This is an optimization exercise on Yosys and OpenROAD, whose aim is small area, a short achievable clock period and few clock cycles, not a production implementation.
Function was checked by simulation only, so behaviour that the tests miss may differ from the original.
Power figures rest on the tool's default switching activity, not on a simulated workload.

==> flow/config.mk <==
export PLATFORM = sky130hd
export DESIGN_NAME = sobelEdgeTop
export DESIGN_NICKNAME = sobelEdgeTop
export VERILOG_FILES = /design/flow/design.v
export SDC_FILE = /design/flow/constraint.sdc
export NUM_CORES = 4
export LEC_CHECK = 0
export CAP_MARGIN = 20
export CORE_MARGIN = 2
export CORE_UTILIZATION = 50
export SETUP_SLACK_MARGIN = 3.9
export SLEW_MARGIN = 20
export SYNTH_HIERARCHICAL = 1
==> flow/constraint.sdc <==
create_clock -name core_clock -period 6.5 [get_ports {clock}]
set_input_delay 1.3000 -clock core_clock [delete_from_list [all_inputs] [get_ports {clock}]]
set_output_delay 1.3000 -clock core_clock [all_outputs]
set_load 0.01 [all_outputs]
==> flow/design.v <==
package sobelPkg;
	typedef logic [7:0]  grayT;  
	typedef logic [15:0] rgbT;   
	typedef enum logic [1:0] {
		viewGray,       
		viewEdge,       
		viewThreshold   
	} viewModeT;
	typedef enum logic [1:0] {
		pixelOutside,   
		pixelBorder,    
		pixelInterior   
	} pixelClassT;
	localparam int thresholdCount = 7;  
	function automatic grayT thresholdTable(input logic [2:0] index);
		case (index)
			3'd0:    thresholdTable = 8'd50;
			3'd1:    thresholdTable = 8'd100;
			3'd2:    thresholdTable = 8'd120;
			3'd3:    thresholdTable = 8'd140;
			3'd4:    thresholdTable = 8'd160;
			3'd5:    thresholdTable = 8'd180;
			3'd6:    thresholdTable = 8'd200;
			default: thresholdTable = 8'd220;
		endcase
	endfunction
	function automatic rgbT toRgb565(input grayT gray);
		toRgb565 = {gray[7:3], gray[7:2], gray[7:3]};  
	endfunction
endpackage
`timescale 1ns/1ps
module frameScanner #(
	parameter int imageWidth   = 16,
	parameter int imageHeight  = 12,
	parameter int screenWidth  = 20,
	parameter int screenHeight = 14,
	localparam int depth     = imageWidth * imageHeight,
	localparam int addrWidth = $clog2(depth),
	localparam int xWidth    = $clog2(screenWidth),
	localparam int yWidth    = $clog2(screenHeight)
) (
	input  logic                 clock,
	input  logic                 resetApp,
	input  logic                 loadValid,
	input  logic [addrWidth-1:0] loadAddr,
	input  sobelPkg::grayT       loadData,
	input  logic                 modeGray,    
	input  logic                 pixelValid,
	input  logic                 pixelReady,
	input  logic                 skidValid,
	input  logic                 lastPixel,   
	input  logic                 s2Valid,
	output logic                 rotate,
	output logic                 wrValid,
	output logic [addrWidth-1:0] wrPlace,
	output sobelPkg::grayT       wrData,
	output logic                 go,          
	output logic                 cmdIssue,    
	output logic                 cmdOutside,  
	output logic                 cmdBorder    
);
	localparam int centre = imageWidth + 1;  
	logic [addrWidth-1:0] sAfter;
	logic                 started;  
	logic [xWidth-1:0]    fx;       
	logic [yWidth-1:0]    fy;
	logic                 fImage;   
	logic                 fBorder;  
	logic [2:0]           lag;      
	logic                 hold;     
	logic needsWindow, aligned, startedNext, goNext, rotateOk;
	logic pixelOk, issueNext, rotateIssue, rotateNext, pop, push;
	logic [xWidth-1:0] nx;
	logic [yWidth-1:0] ny;
	assign needsWindow = fImage && (modeGray || !fBorder || !started);
	assign aligned     = (sAfter == addrWidth'(centre));
	assign startedNext = !resetApp && (started || aligned);
	assign pop  = pixelValid && pixelReady;
	assign push = go && s2Valid;
	assign goNext = !resetApp && (skidValid ? (pop && !push) : (!pixelValid || pop || !push));
	assign rotateOk = !hold;
	assign pixelOk  = needsWindow ? (lag == 3'd0 && rotateOk)
	                              : (!fImage || rotateOk || lag != 3'd7);
	assign issueNext   = startedNext && goNext && pixelOk;
	assign rotateIssue = startedNext && rotateOk && (lag != 3'd0 || (issueNext && fImage));
	assign rotateNext  = startedNext ? rotateIssue : !aligned;
	logic [addrWidth-1:0] sNorm, sDec;
	assign sNorm = (sAfter >= addrWidth'(depth)) ? sAfter - addrWidth'(depth) : sAfter;
	assign sDec  = (sNorm == '0) ? addrWidth'(depth - 1) : sNorm - 1'b1;
	always_ff @(posedge clock) begin
		rotate <= rotateNext;
		sAfter <= rotateNext ? sDec : sNorm;
	end
	logic [addrWidth-1:0] sLoad;
	logic [addrWidth:0]   placeSum;
	logic [2:0]           placeHigh;
	logic [addrWidth-1:0] place;
	assign sLoad = aligned ? sNorm : sDec;
	always_comb begin
		placeSum  = {1'b0, loadAddr} + {1'b0, sLoad};
		placeHigh = (placeSum[8:6] >= 3'd3) ? placeSum[8:6] - 3'd3 : placeSum[8:6];
		place     = {placeHigh[1:0], placeSum[5:0]};
	end
	always_ff @(posedge clock) begin
		wrValid  <= loadValid;
		wrPlace  <= place;
		wrData   <= loadData;
	end
	always_comb begin
		nx = fx + 1'b1;
		ny = fy;
		if (fx == xWidth'(screenWidth - 1)) begin
			nx = '0;
			ny = (fy == yWidth'(screenHeight - 1)) ? '0 : fy + 1'b1;
		end
	end
	always_ff @(posedge clock or posedge resetApp) begin
		if (resetApp) begin
			started    <= 1'b0;
			fx         <= '0;
			fy         <= '0;
			fImage     <= 1'b1;
			fBorder    <= 1'b1;
			lag        <= '0;
			hold       <= 1'b0;
			go         <= 1'b0;
			cmdIssue   <= 1'b0;
			cmdOutside <= 1'b0;
			cmdBorder  <= 1'b0;
		end else begin
			started    <= startedNext;
			go         <= goNext;
			cmdIssue   <= issueNext;
			cmdOutside <= !fImage;
			cmdBorder  <= fBorder;
			lag        <= lag + 3'(issueNext && fImage) - 3'(rotateIssue);
			hold       <= (hold && !(pop && lastPixel)) ||
			              (rotateIssue && sAfter == addrWidth'(centre + 1));
			if (issueNext) begin
				fx      <= nx;
				fy      <= ny;
				fImage  <= (nx < xWidth'(imageWidth)) && (ny < yWidth'(imageHeight));
				fBorder <= (nx == '0) || (nx == xWidth'(imageWidth - 1)) ||
				           (ny == '0) || (ny == yWidth'(imageHeight - 1));
			end
		end
	end
endmodule
`timescale 1ns/1ps
module imageMemory #(
	parameter int imageWidth  = 16,
	parameter int imageHeight = 12,
	localparam int depth     = imageWidth * imageHeight,
	localparam int addrWidth = $clog2(depth)
) (
	input  logic                 clock,
	input  logic                 rotate,    
	input  logic                 wrValid,   
	input  logic [addrWidth-1:0] wrPlace,
	input  sobelPkg::grayT       wrData,
	output sobelPkg::grayT       tapP1, tapP2, tapP3, tapP4, tapP5,
	output sobelPkg::grayT       tapP6, tapP7, tapP8, tapP9
);
	logic               phase;  
	logic [depth*8-1:0] ring;   
	sobelPkg::grayT     wrStored;
	logic [2:0]         selHigh;  
	logic [7:0]         selMid, selLow;
	always_ff @(posedge clock) phase <= !phase;
	assign wrStored = wrData ^ {8{phase}};
	always_comb begin
		selHigh = '0;
		selMid  = '0;
		selLow  = '0;
		selHigh[wrPlace[7:6]] = wrValid;
		selMid[wrPlace[5:3]]  = 1'b1;
		selLow[wrPlace[2:0]]  = 1'b1;
	end
	genvar k, b;
	generate
		for (k = 0; k < depth; k++) begin : g_place
			logic keep, shift, write;
			ringSelect u_select (
				.rotate, .selHigh(selHigh[k / 64]), .selMid(selMid[(k / 8) % 8]),
				.selLow(selLow[k % 8]), .keep, .shift, .write
			);
			for (b = 0; b < 8; b++) begin : g_bit
				ringBit u_bit (
					.clock, .keep, .shift, .write, .next(ring[8*((k + 1) % depth) + b]),
					.data(wrStored[b]), .stored(ring[8*k + b])
				);
			end
		end
	endgenerate
	assign tapP1 = ring[8*0 +: 8] ^ {8{phase}};
	assign tapP2 = ring[8*1 +: 8] ^ {8{phase}};
	assign tapP3 = ring[8*2 +: 8] ^ {8{phase}};
	assign tapP4 = ring[8*imageWidth +: 8] ^ {8{phase}};
	assign tapP5 = ring[8*(imageWidth + 1) +: 8] ^ {8{phase}};
	assign tapP6 = ring[8*(imageWidth + 2) +: 8] ^ {8{phase}};
	assign tapP7 = ring[8*(2*imageWidth) +: 8] ^ {8{phase}};
	assign tapP8 = ring[8*(2*imageWidth + 1) +: 8] ^ {8{phase}};
	assign tapP9 = ring[8*(2*imageWidth + 2) +: 8] ^ {8{phase}};
endmodule
module ringSelect (
	input  logic rotate,
	input  logic selHigh,
	input  logic selMid,
	input  logic selLow,
	output logic keep,
	output logic shift,
	output logic write
);
	assign write = selHigh && selMid && selLow;
	assign keep  = !rotate && !write;
	assign shift = rotate && !write;
endmodule
module ringBit (
	input  logic clock,
	input  logic keep,
	input  logic shift,
	input  logic write,
	input  logic next,    
	input  logic data,
	output logic stored
);
	always_ff @(posedge clock) begin
		stored <= !((stored && keep) || (next && shift) || (data && write));
	end
endmodule
`timescale 1ns/1ps
module sobelKernel (
	input  logic           clock,
	input  logic           resetApp,
	input  logic           go,
	input  logic           cmdIssue,
	input  logic           cmdOutside,
	input  logic           cmdBorder,
	input  logic           modeGray,
	input  sobelPkg::grayT tapP1, tapP2, tapP3, tapP4, tapP5,
	input  sobelPkg::grayT tapP6, tapP7, tapP8, tapP9,
	output logic           s3Valid,
	output sobelPkg::grayT s3Magnitude
);
	function automatic logic [9:0] sum121(input sobelPkg::grayT a, b, c);
		sum121 = 10'(a) + {1'b0, b, 1'b0} + 10'(c);
	endfunction
	function automatic sobelPkg::grayT sat8(input logic [9:0] sum);
		sat8 = (sum[9:8] != 2'b00) ? 8'hFF : sum[7:0];
	endfunction
	function automatic sobelPkg::grayT posDiff(input sobelPkg::grayT a, b);
		logic [8:0] diff;
		diff = {1'b0, a} - {1'b0, b};
		posDiff = diff[8] ? 8'd0 : diff[7:0];
	endfunction
	logic           s1Valid, s2Valid, s1Outside, s1Border;
	logic [9:0]     s1Top, s1Bottom, s1Left, s1Right;
	sobelPkg::grayT s2GradX, s2GradY;
	logic [8:0]     gradSum;
	always_ff @(posedge clock or posedge resetApp) begin
		if (resetApp) begin
			s1Valid <= 1'b0;
			s2Valid <= 1'b0;
			s3Valid <= 1'b0;
		end else if (go) begin
			s1Valid <= cmdIssue;
			s2Valid <= s1Valid;
			s3Valid <= s2Valid;
		end
	end
	assign gradSum = {1'b0, s2GradY} + {1'b0, s2GradX};
	always_ff @(posedge clock) begin
		if (go) begin
			s1Outside <= cmdOutside;
			s1Border  <= cmdBorder;
			s1Top     <= modeGray ? 10'(tapP5) : sum121(tapP1, tapP2, tapP3);
			s1Bottom  <= sum121(tapP7, tapP8, tapP9);
			s1Left    <= sum121(tapP1, tapP4, tapP7);
			s1Right   <= sum121(tapP3, tapP6, tapP9);
			if (s1Outside) begin
				s2GradY <= 8'd0;
				s2GradX <= 8'd0;
			end else if (modeGray) begin
				s2GradY <= s1Top[7:0];
				s2GradX <= 8'd0;
			end else if (s1Border) begin
				s2GradY <= 8'hFF;
				s2GradX <= 8'd0;
			end else begin
				s2GradY <= posDiff(sat8(s1Top), sat8(s1Bottom));
				s2GradX <= posDiff(sat8(s1Right), sat8(s1Left));
			end
			s3Magnitude <= gradSum[8] ? 8'hFF : gradSum[7:0];
		end
	end
endmodule
`timescale 1ns/1ps
module pixelFormatter #(
	parameter int screenWidth  = 20,
	parameter int screenHeight = 14,
	localparam int xWidth = $clog2(screenWidth),
	localparam int yWidth = $clog2(screenHeight)
) (
	input  logic              clock,
	input  logic              resetApp,
	input  logic              push,       
	input  sobelPkg::grayT    magnitude,
	input  sobelPkg::grayT    threshold,  
	output logic              skidValid,
	output logic              lastPixel,
	output logic              pixelValid,
	input  logic              pixelReady,
	output logic [xWidth-1:0] pixelX,
	output logic [yWidth-1:0] pixelY,
	output sobelPkg::rgbT     pixelData
);
	sobelPkg::grayT value, gray, skidGray;
	logic           pop;
	assign value = (magnitude < threshold) ? 8'd0 : magnitude;
	assign pop       = pixelValid && pixelReady;
	assign lastPixel = (pixelX == xWidth'(screenWidth - 1)) && (pixelY == yWidth'(screenHeight - 1));
	assign pixelData = sobelPkg::toRgb565(gray);
	always_ff @(posedge clock or posedge resetApp) begin
		if (resetApp) begin
			pixelValid <= 1'b0;
			skidValid  <= 1'b0;
			pixelX     <= '0;
			pixelY     <= '0;
		end else begin
			if (skidValid) begin
				if (pop) skidValid <= push;
			end else if (pixelValid && !pop) begin
				skidValid <= push;
			end else begin
				pixelValid <= push;
			end
			if (pop) begin
				if (pixelX == xWidth'(screenWidth - 1)) begin
					pixelX <= '0;
					pixelY <= (pixelY == yWidth'(screenHeight - 1)) ? '0 : pixelY + 1'b1;
				end else begin
					pixelX <= pixelX + 1'b1;
				end
			end
		end
	end
	always_ff @(posedge clock) begin
		if (skidValid) begin
			if (pop) begin
				gray     <= skidGray;
				skidGray <= value;
			end
		end else if (pixelValid && !pop) begin
			skidGray <= value;
		end else begin
			gray <= value;
		end
	end
endmodule
`timescale 1ns/1ps
module sobelEdgeTop #(
	parameter int imageWidth   = 16,
	parameter int imageHeight  = 12,
	parameter int screenWidth  = 20,
	parameter int screenHeight = 14,
	localparam int addrWidth = $clog2(imageWidth * imageHeight),
	localparam int xWidth    = $clog2(screenWidth),
	localparam int yWidth    = $clog2(screenHeight)
) (
	input  logic                      clock,
	input  logic                      resetApp,
	input  logic                      loadValid,
	input  logic [addrWidth-1:0]      loadAddr,
	input  sobelPkg::grayT                      loadData,
	input  sobelPkg::viewModeT                  viewMode,
	input  logic [sobelPkg::thresholdCount-1:0] thresholdSelect,
	output logic                      pixelValid,
	input  logic                      pixelReady,
	output logic [xWidth-1:0]         pixelX,
	output logic [yWidth-1:0]         pixelY,
	output sobelPkg::rgbT                       pixelData
);
	logic                 rotate, wrValid, go, cmdIssue, cmdOutside, cmdBorder;
	logic                 s3Valid, skidValid, lastPixel, modeGray;
	logic [addrWidth-1:0] wrPlace;
	logic [2:0]           thresholdIndex;
	sobelPkg::grayT       wrData, magnitude, threshold;
	sobelPkg::grayT       tapP1, tapP2, tapP3, tapP4, tapP5, tapP6, tapP7, tapP8, tapP9;
	always_comb begin
		thresholdIndex = 3'd0;
		if ($onehot(selectReg)) begin
			for (int i = 0; i < sobelPkg::thresholdCount; i++)
				if (selectReg[i]) thresholdIndex = 3'(i + 1);
		end
	end
	sobelPkg::viewModeT                  modeReg;
	logic [sobelPkg::thresholdCount-1:0] selectReg;
	always_ff @(posedge clock) begin
		modeReg   <= viewMode;
		selectReg <= thresholdSelect;
	end
	assign modeGray  = (modeReg == sobelPkg::viewGray);
	assign threshold = (modeReg == sobelPkg::viewThreshold) ? sobelPkg::thresholdTable(thresholdIndex)
	                                                        : 8'd0;
	frameScanner #(
		.imageWidth(imageWidth), .imageHeight(imageHeight),
		.screenWidth(screenWidth), .screenHeight(screenHeight)
	) u_frameScanner (
		.clock, .resetApp, .loadValid, .loadAddr, .loadData, .modeGray,
		.pixelValid, .pixelReady, .skidValid, .lastPixel, .s2Valid(s3Valid),
		.rotate, .wrValid, .wrPlace, .wrData, .go, .cmdIssue, .cmdOutside, .cmdBorder
	);
	imageMemory #(.imageWidth(imageWidth), .imageHeight(imageHeight)) u_imageMemory (
		.clock, .rotate, .wrValid, .wrPlace, .wrData,
		.tapP1, .tapP2, .tapP3, .tapP4, .tapP5, .tapP6, .tapP7, .tapP8, .tapP9
	);
	sobelKernel u_sobelKernel (
		.clock, .resetApp, .go, .cmdIssue, .cmdOutside, .cmdBorder, .modeGray,
		.tapP1, .tapP2, .tapP3, .tapP4, .tapP5, .tapP6, .tapP7, .tapP8, .tapP9,
		.s3Valid, .s3Magnitude(magnitude)
	);
	pixelFormatter #(.screenWidth(screenWidth), .screenHeight(screenHeight)) u_pixelFormatter (
		.clock, .resetApp, .push(go && s3Valid), .magnitude, .threshold,
		.skidValid, .lastPixel, .pixelValid, .pixelReady, .pixelX, .pixelY, .pixelData
	);
endmodule
==> flow/run.sh <==
#!/bin/bash
# synth_recipe.tcl (not shown) runs the flow's synth.tcl, then flattens the netlist and writes it again
# the make line also repeats each setting of config.mk as NAME=value (left out here)
make -C /OpenROAD-flow-scripts/flow DESIGN_CONFIG=/design/flow/config.mk WORK_HOME=/design/flow/orfs CLKGATE_MAP_FILE= SYNTH_SCRIPT=/design/flow/synth_recipe.tcl finish
==> results of run 1 <==
-- power groups by stage --
stage	Combinational [W]	Clock (W)	Sequential, W
finish	0.0139	0.00994	0.0195
global route	0.0151	0.0105	0.0199
CTS	0.0125	0.0101	0.0194
detailed placement	0.0104	0	0.0195
global placement	0.0101	0	0.0195
floorplan	0.00785	0	0.0182
-- layer usage --
layer	share of wire	vias up	wire, µm
li1	-	22381	-
met1	0.43	25001	78900
met2	0.47	2134	84600
met3	0.076	296	13800
met4	0.025	0	4510
met5	0	-	0
-- cell usage after synthesis (4+ instances only) --
library cell,instances
clkbuf_1,9
a21oi_1,40
o21ai_0,31
a211oi_2,4
mux2_2,8
nor4_1,7
nor2_1,258
nand3_1,19
fa_1,41
mux2_4,4
buf_4,18
a21o_1,14
or2_2,7
o31a_1,7
o22ai_1,5
nor2b_1,17
ha_1,99
nand2_1,51
a211oi_1,10
a31oi_1,4
edfxtp_1,84
nand2b_1,23
or3_1,19
a221oi_1,4
o21a_1,13
o31ai_1,8
xor2_1,98
nor4bb_1,5
xnor2_1,29
o21ai_2,6
o21ai_1,8
and3_4,192
nor3b_1,5
dfxtp_1,1566
and2_1,13
mux2i_1,7
dfrtp_1,32
nor3_1,28
a222oi_1,1536
o211ai_1,6
nor2b_2,193
inv_1,77
o21bai_1,5
-- how the worst min path moves through the flow --
stage,from,endpoint,cells past startpoint
floorplan,u_frameScanner.fBorder$_DFFE_PP1N_,u_frameScanner.cmdBorder$_DFF_PP0_,0
global placement,u_frameScanner.fBorder$_DFFE_PP1N_,u_frameScanner.cmdBorder$_DFF_PP0_,0
detailed placement,u_frameScanner.fBorder$_DFFE_PP1N_,u_frameScanner.cmdBorder$_DFF_PP0_,0
CTS,u_frameScanner.fBorder$_DFFE_PP1N_,u_frameScanner.cmdBorder$_DFF_PP0_,0
global route,u_frameScanner.fBorder$_DFFE_PP1N_,u_frameScanner.cmdBorder$_DFF_PP0_,0
finish,u_frameScanner.fBorder$_DFFE_PP1N_,u_frameScanner.cmdBorder$_DFF_PP0_,0
-- cells by family (layout without fill, tap and decap cells) --
| logic type | Yosys count | count (layout) | share of synthesized area |
|---|---|---|---|
| buffers and inverters | 109 | 740 | 0.00822 |
| adder cells (fa/ha/maj) | 140 | 140 | 0.0335 |
| XOR/XNOR | 127 | 128 | 0.0181 |
| AO/OA/AOI/OAI | 1726 | 1728 | 0.272 |
| AND/OR/NAND/NOR | 867 | 867 | 0.100 |
| other | 1 | 1 | 0.0000610 |
| flip-flops | 1684 | 1684 | 0.564 |
| multiplexers | 19 | 19 | 0.00358 |
-- sequential cells by signal, summed over array words and instances, names as in the netlist, 8 cells and up --
register	flops
u_sobelKernel.s1Right	10
u_imageMemory.g_place.g_bit.u_bit.stored	1536
u_sobelKernel.s1Bottom	10
u_sobelKernel.s3Magnitude	8
u_sobelKernel.s2GradX	8
u_sobelKernel.s1Left	10
u_frameScanner.wrData	8
u_frameScanner.sAfter	8
u_frameScanner.wrPlace	8
u_sobelKernel.s1Top	10
u_sobelKernel.s2GradY	8
-- cell type report --
class                   instances  area, µm²
repair buffers                355       3870
inverters                      78        309
fillers                      9347      46800
multi-input cells            2883      28400
flip-flops and latches       1684      34800
clock inverters                43        492
well taps                    1625       2030
clock buffers                 264       5230
-- metrics by stage --
step | worst slack [ns] | util | power, W | instances | area (µm²)
after floorplan | 2.65 | - | 0.0261 | 4673 | 61800
after global routing | 2.24 | 0.616 | 0.0456 | 6932 | 75100
after detailed placement | 1.89 | 0.530 | 0.0299 | 6364 | 64600
final | 2.38 | 0.616 | 0.0433 | 6932 | 75100
after global placement | 1.91 | 0.530 | 0.0296 | 6364 | 64600
after CTS | 2.45 | 0.604 | 0.0419 | 6857 | 73700
-- Yosys stat by module, one instance, submodules excluded, a selection --
module        flip-flops and latches  cells inside  cell area (µm²)
ringSelect                         0             3             23.8
sobelEdgeTop                       9            49              457
sobelKernel                       69           480             5430
ringBit                            1             2             30.0
-- repair_timing --
item	in CTS	in global routing
resized for setup	409	162
pin swaps	124	130
setup buffers	173	68
setup endpoints to repair	1652	1357
gates cloned	13	7
==> out/results.txt, run 1 <==
Outcome: complete, no violations
Post-Route Setup TNS: 0 ns
Crit path max-delay cell type: fa_1
Commonest non-fill, non-tap cell in the layout: dfxtp_1
Initial DRT Pass Iterations: 17
Net Count, Synth: 4842
Final Hold Vio Count: 0
Clk sinks: 1684
Placeable Area: 122000 µm²
Chip width: 355 µm
Ys Warns: 12
Syn_area_per_cell: 13.2 µm²
Endpoints failing setup: 0
Fmax: 243 MHz
Clock Skews: 0.0250 ns
Post-DP HPWL: 95800 µm
Slew @ Worst Pin: 1.03 ns
Skew-Pair Late Insertion Delay: 0.79 ns
Top cell type's share of synthesized area: 0.510
Post-synth cell types: 90
WL per Instance: 26.2 µm
Mapped Area: 61500 µm²
Leak: 33.0 nW
Final RePlAce weighted congestion: 0.829
Power Internal: 0.0289 W
Max-slew headroom: 0.311
Final WL: 182000 µm
CTS root buffer: clkbuf_16
FP Rows: 128
Most used DFF post-synth: dfxtp_1
Crit. End Element: flip-flop
Port Buf Inserts: 54
CP top delay family: adder cells
Met2 usage: 0.433
Total CTS buffers: 172
Post-route ant nets: 0
Synth area leader: dfxtp_1
CP bufs+invs: 8
Reg2Reg Depth: 19
Max H-tree Level: 4
Register area share after synthesis: 0.564
Met3 GRT Util: 0.0372
P&R area growth vs syn: 22.1%
Hold Path Class: reg2reg
Cell count after synthesis: 4673
Crit path largest cell delay: 0.54 ns
Reg2reg setup slack: 2.38 ns
Critical path launch point: selectReg[5]$_DFF_P_
Top cells by area, synth: dfxtp_1 (51%), a222oi_1 (25%), edfxtp_1 (4.1%)
EDFF count, synth: 84
Crit share post-route: 0.633
Sw Pwr: 0.0144 W
Post-synthesis async set-or-reset flop share: 0.0202
Global-route wire length before repair: 275000 µm
Worst reg2reg startpoint: selectReg[5]$_DFF_P_
Net Sw Frac: 0.333
Fraction of layout cells with a size suffix above 1: 0.247
CP Cell Sequence: inv_4, fa_1, fa_1, fa_2, inv_2, fa_1, nor3_2, buf_4, buf_6, buf_6, buf_6, a21oi_2, inv_2, ha_4, a211oi_4, o21ai_2, a211oi_4, buf_6, o21ai_2
Fin Hold WS: 0.425 ns
Final Max Tran Viols: 0
Die height: 355 µm
Max-cap viol count: 0
RSZ-0062 raised after global routing: true
# IOs: 55
Total grt overflow: 0
Critical Path RT: 7.03 ns
Synth Register Bits: 1684
Worst IR Drop VDD: 0.360 mV
Reg power frac: 0.450
Met1 Resource Use GR: 0.376
Crit path max fanout: 5
Antenna diodes: 0
DRT iter0 DRCs: 11198
Logic pwr share: 0.321
Hold_buf cts: 0
PD cells: 577 nW/µm²
Clock Path Buffers: 3
Starting Density: 0.505
GRT Util Overall: 0.269
Initial antenna violation count: 2
Gr busiest metal: met2
Vias per cell: 7.19
Critical path class: reg2reg
DRC viols: 0
Largest net degree at the start of global routing: 161
Die ar.: 126000 µm²
Most frequent cells in the layout: dfxtp_1 (1555), a222oi_1 (1536), nor2_1 (214), buf_4 (200), and3_4 (194)
Most used cell, CP: buf_6
CP Depth: 19
Final nets: 5343
Reg2reg end: u_pixelFormatter.gray[4]$_DFFE_PP_
CP Launch Type: flip-flop
DR vias: 49812
Fin crit period: 4.12 ns
Clock Pin Slew Worst Setup and Hold Paths: 0.06 ns
Number of global-route vias before repair: 47711
Crit path capture: u_pixelFormatter.gray[4]$_DFFE_PP_
CTS tree: done
Clock network power share: 0.229
Critical path arrival: 4.64 ns
Testbench counts, summed over its fixed seeds: cycles 38,760.
==> run 2: changes to the inputs <==
--- a/flow/design.v
+++ b/flow/design.v
@@ -162,11 +162,18 @@
 	output sobelPkg::grayT       tapP6, tapP7, tapP8, tapP9
 );
 	logic               phase;  
+	logic [9:0]         phaseCopy;  
 	logic [depth*8-1:0] ring;   
 	sobelPkg::grayT     wrStored;
 	logic [2:0]         selHigh;  
 	logic [7:0]         selMid, selLow;
-	always_ff @(posedge clock) phase <= !phase;
+	always_ff @(posedge clock) begin
+		phase     <= !phase;
+		phaseCopy <= {phaseCopy[8:0], phase};
+	end
+	function automatic sobelPkg::grayT tapValue(input sobelPkg::grayT stored, input int i);
+		tapValue = stored ^ {8{phaseCopy[i] ^ (i % 2 == 0)}};
+	endfunction
 	assign wrStored = wrData ^ {8{phase}};
 	always_comb begin
 		selHigh = '0;
@@ -192,15 +199,15 @@
 			end
 		end
 	endgenerate
-	assign tapP1 = ring[8*0 +: 8] ^ {8{phase}};
-	assign tapP2 = ring[8*1 +: 8] ^ {8{phase}};
-	assign tapP3 = ring[8*2 +: 8] ^ {8{phase}};
-	assign tapP4 = ring[8*imageWidth +: 8] ^ {8{phase}};
-	assign tapP5 = ring[8*(imageWidth + 1) +: 8] ^ {8{phase}};
-	assign tapP6 = ring[8*(imageWidth + 2) +: 8] ^ {8{phase}};
-	assign tapP7 = ring[8*(2*imageWidth) +: 8] ^ {8{phase}};
-	assign tapP8 = ring[8*(2*imageWidth + 1) +: 8] ^ {8{phase}};
-	assign tapP9 = ring[8*(2*imageWidth + 2) +: 8] ^ {8{phase}};
+	assign tapP1 = tapValue(ring[8*0 +: 8], 1);
+	assign tapP2 = tapValue(ring[8*1 +: 8], 2);
+	assign tapP3 = tapValue(ring[8*2 +: 8], 3);
+	assign tapP4 = tapValue(ring[8*imageWidth +: 8], 4);
+	assign tapP5 = tapValue(ring[8*(imageWidth + 1) +: 8], 5);
+	assign tapP6 = tapValue(ring[8*(imageWidth + 2) +: 8], 6);
+	assign tapP7 = tapValue(ring[8*(2*imageWidth) +: 8], 7);
+	assign tapP8 = tapValue(ring[8*(2*imageWidth + 1) +: 8], 8);
+	assign tapP9 = tapValue(ring[8*(2*imageWidth + 2) +: 8], 9);
 endmodule
 module ringSelect (
 	input  logic rotate,
@@ -399,9 +406,11 @@
 		modeReg   <= viewMode;
 		selectReg <= thresholdSelect;
 	end
-	assign modeGray  = (modeReg == sobelPkg::viewGray);
-	assign threshold = (modeReg == sobelPkg::viewThreshold) ? sobelPkg::thresholdTable(thresholdIndex)
-	                                                        : 8'd0;
+	assign modeGray = (modeReg == sobelPkg::viewGray);
+	always_ff @(posedge clock) begin
+		threshold <= (modeReg == sobelPkg::viewThreshold) ? sobelPkg::thresholdTable(thresholdIndex)
+		                                                  : 8'd0;
+	end
 	frameScanner #(
 		.imageWidth(imageWidth), .imageHeight(imageHeight),
 		.screenWidth(screenWidth), .screenHeight(screenHeight)
--- a/flow/config.mk
+++ b/flow/config.mk
@@ -8,6 +8,6 @@
 export CAP_MARGIN = 20
 export CORE_MARGIN = 2
 export CORE_UTILIZATION = 50
-export SETUP_SLACK_MARGIN = 3.9
+export SETUP_SLACK_MARGIN = 3.7
 export SLEW_MARGIN = 20
 export SYNTH_HIERARCHICAL = 1
==> run 2 against run 1 <==
Effect of this change: still clean on timing, DRC and antenna; clock skew is 0.0028 ns lower; non-clock buffer count fell by 147; register-to-register slack improved by 0.91 ns; total power shrank 4.5%; global-route usage fell by 1.3 points.
==> out/results.txt, run 2 <==
Endpoints failing setup: 0
Hold_buf cts: 0
Most common cell in the netlist: dfxtp_1
Placeable Area: 123000 µm²
# IOs: 55
Final RePlAce weighted congestion: 0.827
CTS tree: done
Max-slew headroom: 0.277
Max reg flops: 1536
Starting Density: 0.502
Ys Warns: 12
Final Max Tran Viols: 0
CP Launch Type: flip-flop
Post-synth cell types: 90
Post-route cell area: 72900 µm²
Synth area leader: dfxtp_1
Clock Path Buffers: 3
Reg2Reg Depth: 17
Max-cap viol count: 0
Initial DRT Pass Iterations: 23
Place WS: 2.17 ns
Vias per cell: 7.19
Most frequent cells after synthesis: dfxtp_1 (1583), a222oi_1 (1536), nor2_1 (254)
Die ar.: 127000 µm²
Hold Path Class: reg2reg
Top cells by area, synth: dfxtp_1 (51%), a222oi_1 (25%), edfxtp_1 (4.1%)
Commonest non-fill, non-tap cell in the layout: dfxtp_1
Total grt overflow: 0
Final WS setup: 3.29 ns
Most used DFF post-synth: dfxtp_1
Die height: 356 µm
Largest net degree at the start of global routing: 232
Final WL: 173000 µm
Worst IR Drop VDD: 0.347 mV
RSZ-0062 raised after global routing: true
Outcome: complete, no violations
EDFF count, synth: 84
Most frequent cells in the layout: dfxtp_1 (1561), a222oi_1 (1536), nor2_1 (235), and3_4 (194), nor2b_2 (192)
Synth Register Bits: 1701
Max H-tree Level: 4
Fmax: 312 MHz
Clk sinks: 1701
Cell count after synthesis: 4689
Top reg by flops: u_imageMemory.g_place.g_bit.u_bit.stored
Fin crit period: 3.21 ns
Fraction of layout cells with a size suffix above 1: 0.203
Register area share after synthesis: 0.567
P&R area growth vs syn: 17.9%
Filler Cells Inserted: 9813
Final Hold Vio Count: 0
Chip width: 356 µm
Critical Path RT: 7.16 ns
Initial antenna violation count: 3
Mapped Area: 61800 µm²
Number of global-route vias before repair: 46856
Leak: 31.9 nW
Global-route wire length before repair: 264000 µm
Net Count, Synth: 4858
Total CTS buffers: 174
Port Buf Inserts: 54
Critical path class: reg2reg
Clock Skews: 0.0223 ns
Skew-Pair Late Insertion Delay: 0.79 ns
Crit path max fanout: 4
CTS root buffer: clkbuf_16
Final nets: 5215
Top cell type's share of synthesized area: 0.512
DRT iter0 DRCs: 10933
PD cells: 568 nW/µm²
Syn_area_per_cell: 13.2 µm²
GRT Util Overall: 0.256
Clock Pin Slew Worst Setup and Hold Paths: 0.06 ns
Post-DP HPWL: 97000 µm
Hold Crit Depth: 0
WL per Instance: 25.3 µm
FP Rows: 129
DRC viols: 0
Crit share post-route: 0.493
Post-synthesis async set-or-reset flop share: 0.0200
Post-route ant nets: 0
Post-Route Setup TNS: 0 ns
Crit. End Element: flip-flop
DR vias: 49033
Critical path arrival: 3.87 ns
Slew @ Worst Pin: 1.08 ns
Post-DP Area: 64900 µm²
==> run 2: cell types whose count changed after synthesis, moves of 2 or more <==
cell,delta
o211ai_1,+2
buf_2,+10
a21oi_1,+2
buf_4,-8
xnor2_1,+31
xor2_1,-32
nor2_1,-4
dfxtp_1,+17
==> run 2: layer usage <==
metal	vias to the layer above	GRT usage	share of wire	wire [µm]
li1	22118	-	-	-
met1	24684	0.354	0.43	74900
met2	1989	0.418	0.47	81000
met3	242	0.0360	0.076	13100
met4	0	0.0764	0.021	3580
met5	-	0	0	0
==> run 2: worst paths after layout <==
path                                                     startpoint                                end  slack, ns
worst max-delay path             u_frameScanner.sAfter[5]$_DFFE_PN_  u_frameScanner.wrPlace[6]$_DFF_P_       3.29
worst min-delay path            u_frameScanner.cmdOutside$_DFF_PP0_  u_sobelKernel.s1Outside$_DFFE_PP_       0.42
worst max register to register   u_frameScanner.sAfter[5]$_DFFE_PN_  u_frameScanner.wrPlace[6]$_DFF_P_       3.29
worst min register to register  u_frameScanner.cmdOutside$_DFF_PP0_  u_sobelKernel.s1Outside$_DFFE_PP_       0.42
max in group asynchronous                                  resetApp        u_frameScanner.go$_DFF_PP0_       4.99
min in group asynchronous                                  resetApp  u_sobelKernel.s3Valid$_DFFE_PP0P_       0.66
==> run 2: logic make-up (layout without fill, tap and decap cells) <==
group	after synthesis	count (layout)	synth area share
AOI/OAI and AO/OA	1729	1729	0.271
adders and majority gates	140	140	0.0333
other	1	2	0.0000606
buffers and inverters	110	596	0.00795
muxes	19	19	0.00356
DFF	1701	1701	0.567
xor gates and xnor gates	126	131	0.0178
and+or+nand+nor	863	863	0.0995
==> run 2: critical path, stage by stage, from the launching register on <==
cell and delay [ns]:
edfxtp_1 0.44, nor3_4 0.24, nand3b_1 0.15, or2_4 0.28, and3_4 0.16, a21oi_4 0.14, ha_4 0.16, buf_4 0.11
a211oi_2 0.07, o21ai_2 0.20, a31oi_1 0.13, xnor2_1 0.16, ha_2 0.20, nor4_2 0.20, a22oi_2 0.16, buf_4 0.15
nand2b_1 0.08, o21ai_1 0.07
==> run 2: area by class of cell <==
type | instances | area (µm²) | area share
Sequential cell | 1701 | 35100 | 0.482
Multi-Input combinational cell | 2883 | 27600 | 0.379
Clock buffer | 272 | 5260 | 0.0721
Timing Repair Buffer | 208 | 2130 | 0.0292
Tap cell | 1637 | 2050 | 0.0281
Clock inverter | 38 | 423 | 0.00580
Inverter | 78 | 298 | 0.00408
Antenna cell | 1 | 2.50 | 0.0000343
==> run 2: repair_timing <==
item | 4_1_cts | 5_1_grt
buffers inserted | 71 | 42
gates resized for setup | 227 | 114
endpoints found under the setup margin | 1624 | 1145
cloned | 3 | 6
hold endpoints to repair | 0 | 0
pin swaps | 47 | 90
==> run 2: power by group <==
group          switching (W)  internal (W)
logic                0.00600       0.00592
clock network        0.00405       0.00581
registers            0.00354        0.0161
==> run 2: per-module statistics from Yosys, one instance, submodules excluded, a selection <==
module,cells,area (µm²),flip-flops and latches
sobelKernel,480,5430,69
ringSelect,3,23.8,0
ringBit,2,30.0,1
sobelEdgeTop,54,587,16
==> run 2: stage by stage <==
step / std cells / util / hold slack (ns) / power, W
after global placement: 6385 / 0.527 / 0.404 / 0.0297
after floorplan: 4689 / - / 0.310 / 0.0262
after CTS: 6769 / 0.584 / 0.421 / 0.0406
final: 6818 / 0.592 / 0.418 / 0.0414
after global routing: 6817 / 0.592 / 0.429 / 0.0437
after detailed placement: 6385 / 0.527 / 0.407 / 0.0300
Testbench counts of run 2, summed over its fixed seeds: cycles 38,760.
==> run 3: changes to the inputs <==
--- a/flow/design.v
+++ b/flow/design.v
@@ -68,13 +68,16 @@
 	logic                 fBorder;  
 	logic [2:0]           lag;      
 	logic                 hold;     
+	logic                 ldValid1;  
+	logic [addrWidth-1:0] ldAddr1;
+	sobelPkg::grayT       ldData1;
+	logic [addrWidth-1:0] sLoad;    
 	logic needsWindow, aligned, startedNext, goNext, rotateOk;
 	logic pixelOk, issueNext, rotateIssue, rotateNext, pop, push;
 	logic [xWidth-1:0] nx;
 	logic [yWidth-1:0] ny;
 	assign needsWindow = fImage && (modeGray || !fBorder || !started);
-	assign aligned     = (sAfter == addrWidth'(centre));
-	assign startedNext = !resetApp && (started || aligned);
+	assign startedNext = !resetApp && (started || (aligned && !ldValid1));
 	assign pop  = pixelValid && pixelReady;
 	assign push = go && s2Valid;
 	assign goNext = !resetApp && (skidValid ? (pop && !push) : (!pixelValid || pop || !push));
@@ -84,27 +87,34 @@
 	assign issueNext   = startedNext && goNext && pixelOk;
 	assign rotateIssue = startedNext && rotateOk && (lag != 3'd0 || (issueNext && fImage));
 	assign rotateNext  = startedNext ? rotateIssue : !aligned;
+	function automatic logic [addrWidth-1:0] decMod(input logic [addrWidth-1:0] v);
+		decMod = (v == '0) ? addrWidth'(depth - 1) : v - 1'b1;
+	endfunction
+	function automatic logic [addrWidth-1:0] lineUp(input logic [addrWidth-1:0] v);
+		lineUp = (v == addrWidth'(centre)) ? v : decMod(v);
+	endfunction
 	logic [addrWidth-1:0] sNorm, sDec;
 	assign sNorm = (sAfter >= addrWidth'(depth)) ? sAfter - addrWidth'(depth) : sAfter;
-	assign sDec  = (sNorm == '0) ? addrWidth'(depth - 1) : sNorm - 1'b1;
+	assign sDec  = decMod(sNorm);
 	always_ff @(posedge clock) begin
-		rotate <= rotateNext;
-		sAfter <= rotateNext ? sDec : sNorm;
+		rotate  <= rotateNext;
+		sAfter  <= rotateNext ? sDec : sNorm;
+		aligned <= rotateNext ? (sDec == addrWidth'(centre)) : (sNorm == addrWidth'(centre));
+		sLoad   <= rotateNext ? lineUp(sDec) : lineUp(sNorm);
 	end
-	logic [addrWidth-1:0] sLoad;
-	logic [addrWidth:0]   placeSum;
-	logic [2:0]           placeHigh;
-	logic [addrWidth-1:0] place;
-	assign sLoad = aligned ? sNorm : sDec;
+	logic [4:0] placeCol, placeRow;
 	always_comb begin
-		placeSum  = {1'b0, loadAddr} + {1'b0, sLoad};
-		placeHigh = (placeSum[8:6] >= 3'd3) ? placeSum[8:6] - 3'd3 : placeSum[8:6];
-		place     = {placeHigh[1:0], placeSum[5:0]};
+		placeCol = 5'(ldAddr1[3:0]) + 5'(sLoad[3:0]);
+		placeRow = 5'(ldAddr1[7:4]) + 5'(sLoad[7:4]) + 5'(placeCol[4]);
+		if (placeRow >= 5'(imageHeight)) placeRow = placeRow - 5'(imageHeight);
 	end
 	always_ff @(posedge clock) begin
-		wrValid  <= loadValid;
-		wrPlace  <= place;
-		wrData   <= loadData;
+		ldValid1 <= loadValid;
+		ldAddr1  <= loadAddr;
+		ldData1  <= loadData;
+		wrValid  <= ldValid1;
+		wrPlace  <= {placeRow[3:0], placeCol[3:0]};
+		wrData   <= ldData1;
 	end
 	always_comb begin
 		nx = fx + 1'b1;
@@ -133,7 +143,8 @@
 			cmdIssue   <= issueNext;
 			cmdOutside <= !fImage;
 			cmdBorder  <= fBorder;
-			lag        <= lag + 3'(issueNext && fImage) - 3'(rotateIssue);
+			if (hold)                                       lag <= lag + 3'(issueNext && fImage);
+			else if (!(issueNext && fImage) && lag != 3'd0) lag <= lag - 1'b1;
 			hold       <= (hold && !(pop && lastPixel)) ||
 			              (rotateIssue && sAfter == addrWidth'(centre + 1));
 			if (issueNext) begin
@@ -165,8 +176,8 @@
 	logic [9:0]         phaseCopy;  
 	logic [depth*8-1:0] ring;   
 	sobelPkg::grayT     wrStored;
-	logic [2:0]         selHigh;  
-	logic [7:0]         selMid, selLow;
+	logic [imageHeight-1:0] selRow;  
+	logic [imageWidth-1:0]  selCol;
 	always_ff @(posedge clock) begin
 		phase     <= !phase;
 		phaseCopy <= {phaseCopy[8:0], phase};
@@ -176,20 +187,18 @@
 	endfunction
 	assign wrStored = wrData ^ {8{phase}};
 	always_comb begin
-		selHigh = '0;
-		selMid  = '0;
-		selLow  = '0;
-		selHigh[wrPlace[7:6]] = wrValid;
-		selMid[wrPlace[5:3]]  = 1'b1;
-		selLow[wrPlace[2:0]]  = 1'b1;
+		selRow = '0;
+		selCol = '0;
+		selRow[wrPlace[7:4]] = wrValid;
+		selCol[wrPlace[3:0]] = 1'b1;
 	end
 	genvar k, b;
 	generate
 		for (k = 0; k < depth; k++) begin : g_place
 			logic keep, shift, write;
 			ringSelect u_select (
-				.rotate, .selHigh(selHigh[k / 64]), .selMid(selMid[(k / 8) % 8]),
-				.selLow(selLow[k % 8]), .keep, .shift, .write
+				.rotate, .selRow(selRow[k / imageWidth]), .selCol(selCol[k % imageWidth]),
+				.keep, .shift, .write
 			);
 			for (b = 0; b < 8; b++) begin : g_bit
 				ringBit u_bit (
@@ -211,14 +220,13 @@
 endmodule
 module ringSelect (
 	input  logic rotate,
-	input  logic selHigh,
-	input  logic selMid,
-	input  logic selLow,
+	input  logic selRow,
+	input  logic selCol,
 	output logic keep,
 	output logic shift,
 	output logic write
 );
-	assign write = selHigh && selMid && selLow;
+	assign write = selRow && selCol;
 	assign keep  = !rotate && !write;
 	assign shift = rotate && !write;
 endmodule
@@ -393,15 +401,20 @@
 	logic [2:0]           thresholdIndex;
 	sobelPkg::grayT       wrData, magnitude, threshold;
 	sobelPkg::grayT       tapP1, tapP2, tapP3, tapP4, tapP5, tapP6, tapP7, tapP8, tapP9;
-	always_comb begin
-		thresholdIndex = 3'd0;
-		if ($onehot(selectReg)) begin
-			for (int i = 0; i < sobelPkg::thresholdCount; i++)
-				if (selectReg[i]) thresholdIndex = 3'(i + 1);
-		end
-	end
 	sobelPkg::viewModeT                  modeReg;
 	logic [sobelPkg::thresholdCount-1:0] selectReg;
+	always_comb begin
+		case (selectReg)
+			7'b0000001: thresholdIndex = 3'd1;
+			7'b0000010: thresholdIndex = 3'd2;
+			7'b0000100: thresholdIndex = 3'd3;
+			7'b0001000: thresholdIndex = 3'd4;
+			7'b0010000: thresholdIndex = 3'd5;
+			7'b0100000: thresholdIndex = 3'd6;
+			7'b1000000: thresholdIndex = 3'd7;
+			default:    thresholdIndex = 3'd0;
+		endcase
+	end
 	always_ff @(posedge clock) begin
 		modeReg   <= viewMode;
 		selectReg <= thresholdSelect;
==> run 3 against run 2 <==
Effect of this change: critical path type unchanged; combinational power increased by 5%; largest power group unchanged; clock power about the same; sequential share of layout area decreased by 0.26 points; clock skew increased by 0.0019 ns; worst hold slack got worse by 0.090 ns.
==> out/results.txt, run 3 <==
Max reg flops: 1536
Ys Warns: 12
RSZ-0062 raised after global routing: true
Top cell type's share of synthesized area: 0.513
Final Max Tran Viols: 0
GRT Util Overall: 0.261
Initial antenna violation count: 2
Most frequent cells after synthesis: dfxtp_1 (1609), a222oi_1 (1536), a21oi_1 (230)
Crit path largest cell delay: 0.37 ns
Leak: 31.5 nW
Total CTS buffers: 176
Fraction of layout cells with a size suffix above 1: 0.181
Critical Path RT: 7.21 ns
Most common cell in the netlist: dfxtp_1
Synth area leader: dfxtp_1
Worst reg2reg startpoint: u_frameScanner.ldAddr1[2]$_DFF_P_
Seq. cell area: 35600 µm²
Die height: 359 µm
Critical path arrival: 3.65 ns
Most used DFF post-synth: dfxtp_1
Synth Register Bits: 1727
Worst IR Drop VDD: 0.340 mV
Final Hold Vio Count: 0
Skew-Pair Late Insertion Delay: 0.79 ns
Die ar.: 129000 µm²
Endpoints failing setup: 0
Post-route ant nets: 0
Placeable Area: 125000 µm²
Net Count, Synth: 5014
Final RePlAce weighted congestion: 0.842
DRC viols: 0
EDFF count, synth: 84
Crit path max fanout: 4
CP Cell Sequence: ha_1, nor2b_1, o21ai_1, nand2b_1, fa_2, a21o_1, a21oi_2, xor2_1, inv_1, ha_4, a221oi_4, nor2b_4, a2bb2oi_2
Crit share post-route: 0.451
Starting Density: 0.502
Largest net degree at the start of global routing: 206
PD cells: 576 nW/µm²
CP bufs+invs: 1
Register area share after synthesis: 0.566
Most frequent cells in the layout: dfxtp_1 (1588), a222oi_1 (1536), a21boi_2 (192), clkbuf_16 (186), and2_1 (182)
CTS tree: done
Post-Route Setup TNS: 0 ns
Clk sinks: 1727
Place WS: 2.46 ns
Number of global-route vias before repair: 47806
Final nets: 5339
Total grt overflow: 0
Min-delay src: u_frameScanner.ldData1[6]$_DFF_P_
Global-route wire length before repair: 274000 µm
Critical path class: reg2reg
Multi-input logic area: 28200 µm²
Chip width: 359 µm
Clock Skews: 0.0241 ns
Crit. End Element: flip-flop
Commonest non-fill, non-tap cell in the layout: dfxtp_1
Outcome: complete, no violations
Mapped Area: 62800 µm²
Slew @ Worst Pin: 1.15 ns
Post-synth cell types: 95
Initial DRT Pass Iterations: 17
Vias per cell: 7.27
Fmax: 341 MHz
Post-DP HPWL: 103000 µm
Max-slew headroom: 0.236
Max-cap viol count: 0
Port Buf Inserts: 54
DR vias: 50706
FP Rows: 130
CP Launch Type: flip-flop
Final WS setup: 3.57 ns
DRT iter0 DRCs: 10872
Clock Pin Slew Worst Setup and Hold Paths: 0.06 ns
Top cells by area, synth: dfxtp_1 (51%), a222oi_1 (24%), edfxtp_1 (4.0%)
# IOs: 55
CTS root buffer: clkbuf_16
Clock Path Buffers: 3
Critical path launch point: u_frameScanner.ldAddr1[2]$_DFF_P_
P&R area growth vs syn: 18.3%
Max H-tree Level: 4
Fin crit period: 2.93 ns
Cell count after synthesis: 4855
Syn_area_per_cell: 12.9 µm²
Top reg by flops: u_imageMemory.g_place.g_bit.u_bit.stored
Final WL: 178000 µm
Hold Path Class: reg2reg
CP top delay family: compound AO/OA/AOI/OAI gates
WL per Instance: 25.5 µm
Filler Cells Inserted: 10158
Crit path max-delay cell type: fa_2
Post-synthesis async set-or-reset flop share: 0.0197
run 3: cell types whose count changed after synthesis, moves of 9 or more:
cell and change:
nor2_1 -171, nand2_1 +9, nor2b_1 +13, nor2b_2 -192, and3_4 -192, a21boi_2 +192
o21ai_0 +16, a21oi_1 +188, and2_1 +181, dfxtp_1 +26, nor3_1 +12, nand3_1 +14
run 3: path summary, 6_finish.rpt:
kind                                                endpoint  slack [ns]  cells after the start
max                        u_frameScanner.wrPlace[7]$_DFF_P_        3.57                     13
min                         u_frameScanner.wrData[6]$_DFF_P_        0.33                      0
max reg2reg                u_frameScanner.wrPlace[7]$_DFF_P_        3.57                     13
min reg2reg                 u_frameScanner.wrData[6]$_DFF_P_        0.33                      0
max in group asynchronous        u_frameScanner.go$_DFF_PP0_        4.68                      2
min in group asynchronous  u_sobelKernel.s2Valid$_DFFE_PP0P_        0.99                      2
run 3: final cells by class:
class | count | area share
flip-flops and latches | 1727 | 0.479
multi-input cells | 3002 | 0.380
clock buffers | 262 | 0.0703
repair buffers | 198 | 0.0302
well taps | 1650 | 0.0278
clock inverters | 63 | 0.00889
inverters | 75 | 0.00385
diodes | 1 | 0.0000337
run 3: through the flow:
step           power (W)  hold slack [ns]  instance area (µm²)  utilization  cells
5_1_grt           0.0453            0.330                74400        0.594   6977
3_3_place_gp      0.0309            0.312                66100        0.528   6560
4_1_cts           0.0421            0.327                73100        0.584   6940
6_report          0.0428            0.328                74400        0.594   6978
3_5_place_dp      0.0312            0.314                66100        0.528   6561
2_1_floorplan     0.0274            0.310                63100            -   4855
run 3: per-layer routing:
| layer | part of all wire | vias to the layer above | wire [µm] | global-route usage |
|---|---|---|---|---|
| met5 | 0 | - | 0 | 0 |
| met4 | 0.021 | 0 | 3700 | 0.0733 |
| met3 | 0.075 | 239 | 13400 | 0.0378 |
| met2 | 0.46 | 2033 | 81600 | 0.416 |
| met1 | 0.45 | 25520 | 79400 | 0.371 |
| li1 | - | 22914 | - | - |
run 3: what timing repair did:
item                       4_1_cts  5_1_grt
gates cloned                     1        5
pin swaps                       31       64
setup endpoints to repair     1574     1545
setup buffers                   53       32
resized for setup              215      228
hold buffers                     0        0
run 3: cell families after synthesis:
group           Yosys count  synth area share
fa+ha+maj               130            0.0305
simple gates            556            0.0508
xor+xnor                127            0.0177
buf+inv                 126           0.00904
other cells               1         0.0000597
flops                  1727             0.566
compound gates         2164             0.321
mux                      24           0.00412
run 3: modules after synthesis (local to each module, per instance), excerpt:
module | area [µm²] | flip-flops and latches
ringSelect | 22.5 | 0
sobelEdgeTop | 683 | 16
sobelKernel | 5430 | 69
ringBit | 30.0 | 1
run 3: power breakdown:
part	switching, W	leakage (nW)	internal (W)	total (W)
clock network	0.00419	2.92	0.00603	0.0102
logic	0.00648	13.9	0.00603	0.0125
registers	0.00367	14.7	0.0164	0.0201
total	0.0143	31.5	0.0285	0.0428
Testbench counts of run 3, summed over its fixed seeds: cycles 38,760.
==> run 4: changes to the inputs <==
--- a/flow/config.mk
+++ b/flow/config.mk
@@ -8,6 +8,8 @@
 export CAP_MARGIN = 20
 export CORE_MARGIN = 2
 export CORE_UTILIZATION = 50
+export CTS_CLUSTER_DIAMETER = 60
+export CTS_CLUSTER_SIZE = 26
 export SETUP_SLACK_MARGIN = 3.7
 export SLEW_MARGIN = 20
 export SYNTH_HIERARCHICAL = 1
==> run 4 against run 3 <==
Effect of this change: final area fell by 1.7%; maximum frequency rose by 0.93%; clock-buffer cell count is 101 lower; sequential cell count is the same; first-iteration DRC count down 0.14%; utilization is 1.0 points lower.
==> out/results.txt, run 4 <==
Final WL: 175000 µm
Max reg flops: 1536
Final RePlAce weighted congestion: 0.842
Placed cells: 6561
DRT iter0 DRCs: 10857
PD cells: 565 nW/µm²
Slew @ Worst Pin: 1.23 ns
# IOs: 55
Synth Register Bits: 1727
Vias per cell: 7.28
Top cells by area, synth: dfxtp_1 (51%), a222oi_1 (24%), edfxtp_1 (4.0%)
Hold Path Class: reg2reg
Port Buf Inserts: 54
Clk sinks: 1727
Fin crit period: 2.91 ns
Filler Cells Inserted: 10188
Multi-input logic area: 28300 µm²
Most frequent cells after synthesis: dfxtp_1 (1609), a222oi_1 (1536), a21oi_1 (230)
Final Hold Vio Count: 0
DRC viols: 0
Post-route ant nets: 0
Most used DFF post-synth: dfxtp_1
Seq. cell area: 35600 µm²
Post-synthesis async set-or-reset flop share: 0.0197
CP top delay family: adder cells
Skew-Pair Late Insertion Delay: 0.79 ns
Clock Skews: 0.0388 ns
Total grt overflow: 0
Post-DP HPWL: 103000 µm
Hold Crit Depth: 0
Final nets: 5286
Xor and xnor area share after synthesis: 0.0177
Starting Density: 0.502
Most common cell in the netlist: dfxtp_1
Hold EP: u_frameScanner.wrData[6]$_DFF_P_
Critical path class: reg2reg
Syn_area_per_cell: 12.9 µm²
Simple-Gate Fraction of Synth Area: 0.0508
Synth area leader: dfxtp_1
Crit path max fanout: 4
Hold_buf cts: 0
Max H-tree Level: 4
Placeable Area: 125000 µm²
Final Max Tran Viols: 0
Initial antenna violation count: 2
Crit share post-route: 0.447
Clock Path Buffers: 3
CP bufs+invs: 2
Total chip power: 0.0413 W
Fmax: 344 MHz
CTS tree: done
Max-slew headroom: 0.183
Synth Area in Compound Gates: 0.321
Initial DRT Pass Iterations: 17
Largest family of logic cells by synthesized area: compound AO/OA/AOI/OAI gates
Largest net degree at the start of global routing: 206
Endpoints failing setup: 0
Top reg by flops: u_imageMemory.g_place.g_bit.u_bit.stored
Number of global-route vias before repair: 47360
Chip width: 359 µm
Post-synth cell types: 95
CP Cell Sequence: ha_4, inv_2, fa_2, nor2b_1, o21ai_1, nand2b_1, fa_2, a21o_1, a21oi_2, xor2_1, inv_1, ha_4, a221oi_4, nor2b_4, a2bb2oi_2
WL per Instance: 25.4 µm
Post-route cell area: 73100 µm²
Mux cell area share after synthesis: 0.00412
Mapped Area: 62800 µm²
Cell count after synthesis: 4855
Worst IR Drop VDD: 0.306 mV
Max-cap viol count: 0
Reg2reg end: u_frameScanner.wrPlace[7]$_DFF_P_
CTS root buffer: clkbuf_16
Min-delay src: u_frameScanner.ldData1[6]$_DFF_P_
Global-route wire length before repair: 269000 µm
Reg2Reg Depth: 15
Worst reg2reg startpoint: u_frameScanner.sLoad[0]$_DFF_P_
Crit path largest cell delay: 0.37 ns
Fraction of layout cells with a size suffix above 1: 0.173
Reg2reg setup slack: 3.59 ns
Commonest non-fill, non-tap cell in the layout: dfxtp_1
Post-DP Area: 66100 µm²
Layout Cells excl Fill: 6883
Crit. End Element: flip-flop
Net Count, Synth: 5014
Most frequent cells in the layout: dfxtp_1 (1587), a222oi_1 (1536), a21boi_2 (192), and2_1 (174), clkbuf_16 (145)
Outcome: complete, no violations
GRT Util Overall: 0.258
P&R area growth vs syn: 16.3%
EDFF count, synth: 84
FP Rows: 130
CP Launch Type: flip-flop
Place WS: 2.46 ns
Total CTS buffers: 133
RSZ-0062 raised after global routing: true
Top cell type's share of synthesized area: 0.513
Critical Path RT: 7.20 ns
Register area share after synthesis: 0.566
Post-Route Setup TNS: 0 ns
Die ar.: 129000 µm²
Final WS setup: 3.59 ns
Crit path max-delay cell type: fa_2
Ys Warns: 12
DR vias: 50081
Leak: 30.8 nW
Die height: 359 µm
Clock Pin Slew Worst Setup and Hold Paths: 0.08 ns
Critical path arrival: 3.61 ns
Synth Area in Adders: 0.0305
[run 4: cell counts after synthesis]
No cell type changed its count.
[run 4: how the worst max path moves through the flow]
stage                                            from                                                       to  slack [ns]  depth (start not counted)
finish                u_frameScanner.sLoad[0]$_DFF_P_                        u_frameScanner.wrPlace[7]$_DFF_P_        3.59                         15
global placement                           pixelReady                          u_frameScanner.sLoad[1]$_DFF_P_        2.52                          8
CTS                   u_frameScanner.sLoad[0]$_DFF_P_                        u_frameScanner.wrPlace[7]$_DFF_P_        3.59                         15
floorplan           u_frameScanner.wrPlace[1]$_DFF_P_  u_imageMemory.g_place[49].g_bit[0].u_bit.stored$_DFF_P_        3.05                          7
global route          u_frameScanner.sLoad[0]$_DFF_P_                        u_frameScanner.wrPlace[7]$_DFF_P_        3.46                         15
detailed placement                         pixelReady                          u_frameScanner.sLoad[1]$_DFF_P_        2.46                          8
[run 4: kinds of logic (layout without fill, tap and decap cells)]
| group | count (synthesis) | in the layout |
|---|---|---|
| AOI/OAI and AO/OA | 2164 | 2164 |
| DFF | 1727 | 1727 |
| and+or+nand+nor | 556 | 556 |
| adders and majority gates | 130 | 130 |
| xor gates and xnor gates | 127 | 127 |
| buffers and inverters | 126 | 503 |
| muxes | 24 | 24 |
| other | 1 | 2 |
[run 4: worst register-to-register path: cells and delay by family (launching register included)]
family | cells | cell delay, ns
fa+ha+maj | 4 | 0.89
compound gates | 5 | 0.89
simple gates | 3 | 0.36
flops | 1 | 0.34
xor+xnor | 1 | 0.20
buf+inv | 2 | 0.15
[run 4: per-module statistics from Yosys, one instance, submodules excluded, excerpt]
module,copies in the design,flip-flops and latches
sobelKernel,1,69
ringBit,1536,1
ringSelect,192,0
sobelEdgeTop,1,16
[run 4: layout make-up]
| class | count | share of cell area |
|---|---|---|
| clock buffer | 161 | 0.0507 |
| multi-input combinational | 3002 | 0.387 |
| antenna | 1 | 0.0000342 |
| inverter | 75 | 0.00392 |
| sequential | 1727 | 0.488 |
| clock inverter | 79 | 0.0135 |
| timing repair buffer | 188 | 0.0287 |
| tap | 1650 | 0.0283 |
[run 4: layer usage]
| metal | track usage | wire (µm) | vias up |
|---|---|---|---|
| met5 | 0 | 0 | - |
| met4 | 0.0778 | 3560 | 0 |
| met3 | 0.0397 | 12200 | 200 |
| met2 | 0.408 | 80500 | 1924 |
| met1 | 0.364 | 78800 | 25171 |
| li1 | - | - | 22786 |
[run 4: what timing repair did]
item	in CTS	in global routing
gates cloned	0	3
setup endpoints to repair	1564	1529
pin swaps	30	45
endpoints found under the hold margin	0	0
buffers inserted	53	25
resized for setup	201	229
[run 4: power by group]
| part | internal (W) | switching, W |
|---|---|---|
| sequential | 0.0164 | 0.00367 |
| clock | 0.00460 | 0.00417 |
| combinational | 0.00604 | 0.00642 |
| total | 0.0270 | 0.0143 |
[run 4: stage by stage]
stage               hold WS (ns)   util
finish                     0.331  0.583
global route               0.344  0.583
CTS                        0.333  0.574
detailed placement         0.314  0.528
global placement           0.312  0.528
floorplan                  0.310      -

-- static timing again, ports no longer ideal --
Ports are ideal in the flow. The routed layouts listed here were re-timed in OpenROAD. Step 1 assumes that a clkbuf_16 drives the clock port and a buf_2 every other input. Step 2 times the ports against the registers' clock, not the clock port: input delays grow and output delays shrink by t, the midpoint of the rising clock arrivals with the driver on. a / b / c = ideal / step 1 / step 2; a / b = the first two.
| run | t (ns) | setup slack, ns | clock arrival spread, ns | cell pins on the clock port's net |
|---|---|---|---|---|
| run 1 | 0.852 | 2.384 / 2.384 / 2.384 | 0.029 / 0.028 | 1 |
| run 2 | 0.842 | 3.293 / 3.293 / 2.651 | 0.030 / 0.030 | 1 |
| run 3 | 0.853 | 3.566 / 3.566 / 3.004 | 0.025 / 0.025 | 1 |
| run 4 | 0.838 | 3.593 / 3.593 / 3.009 | 0.040 / 0.040 | 1 |
After both steps every run listed still meets setup and hold. The setup slack of run 2, which loses most, moves by 0.000 ns with the drivers and by -0.642 ns with both steps.
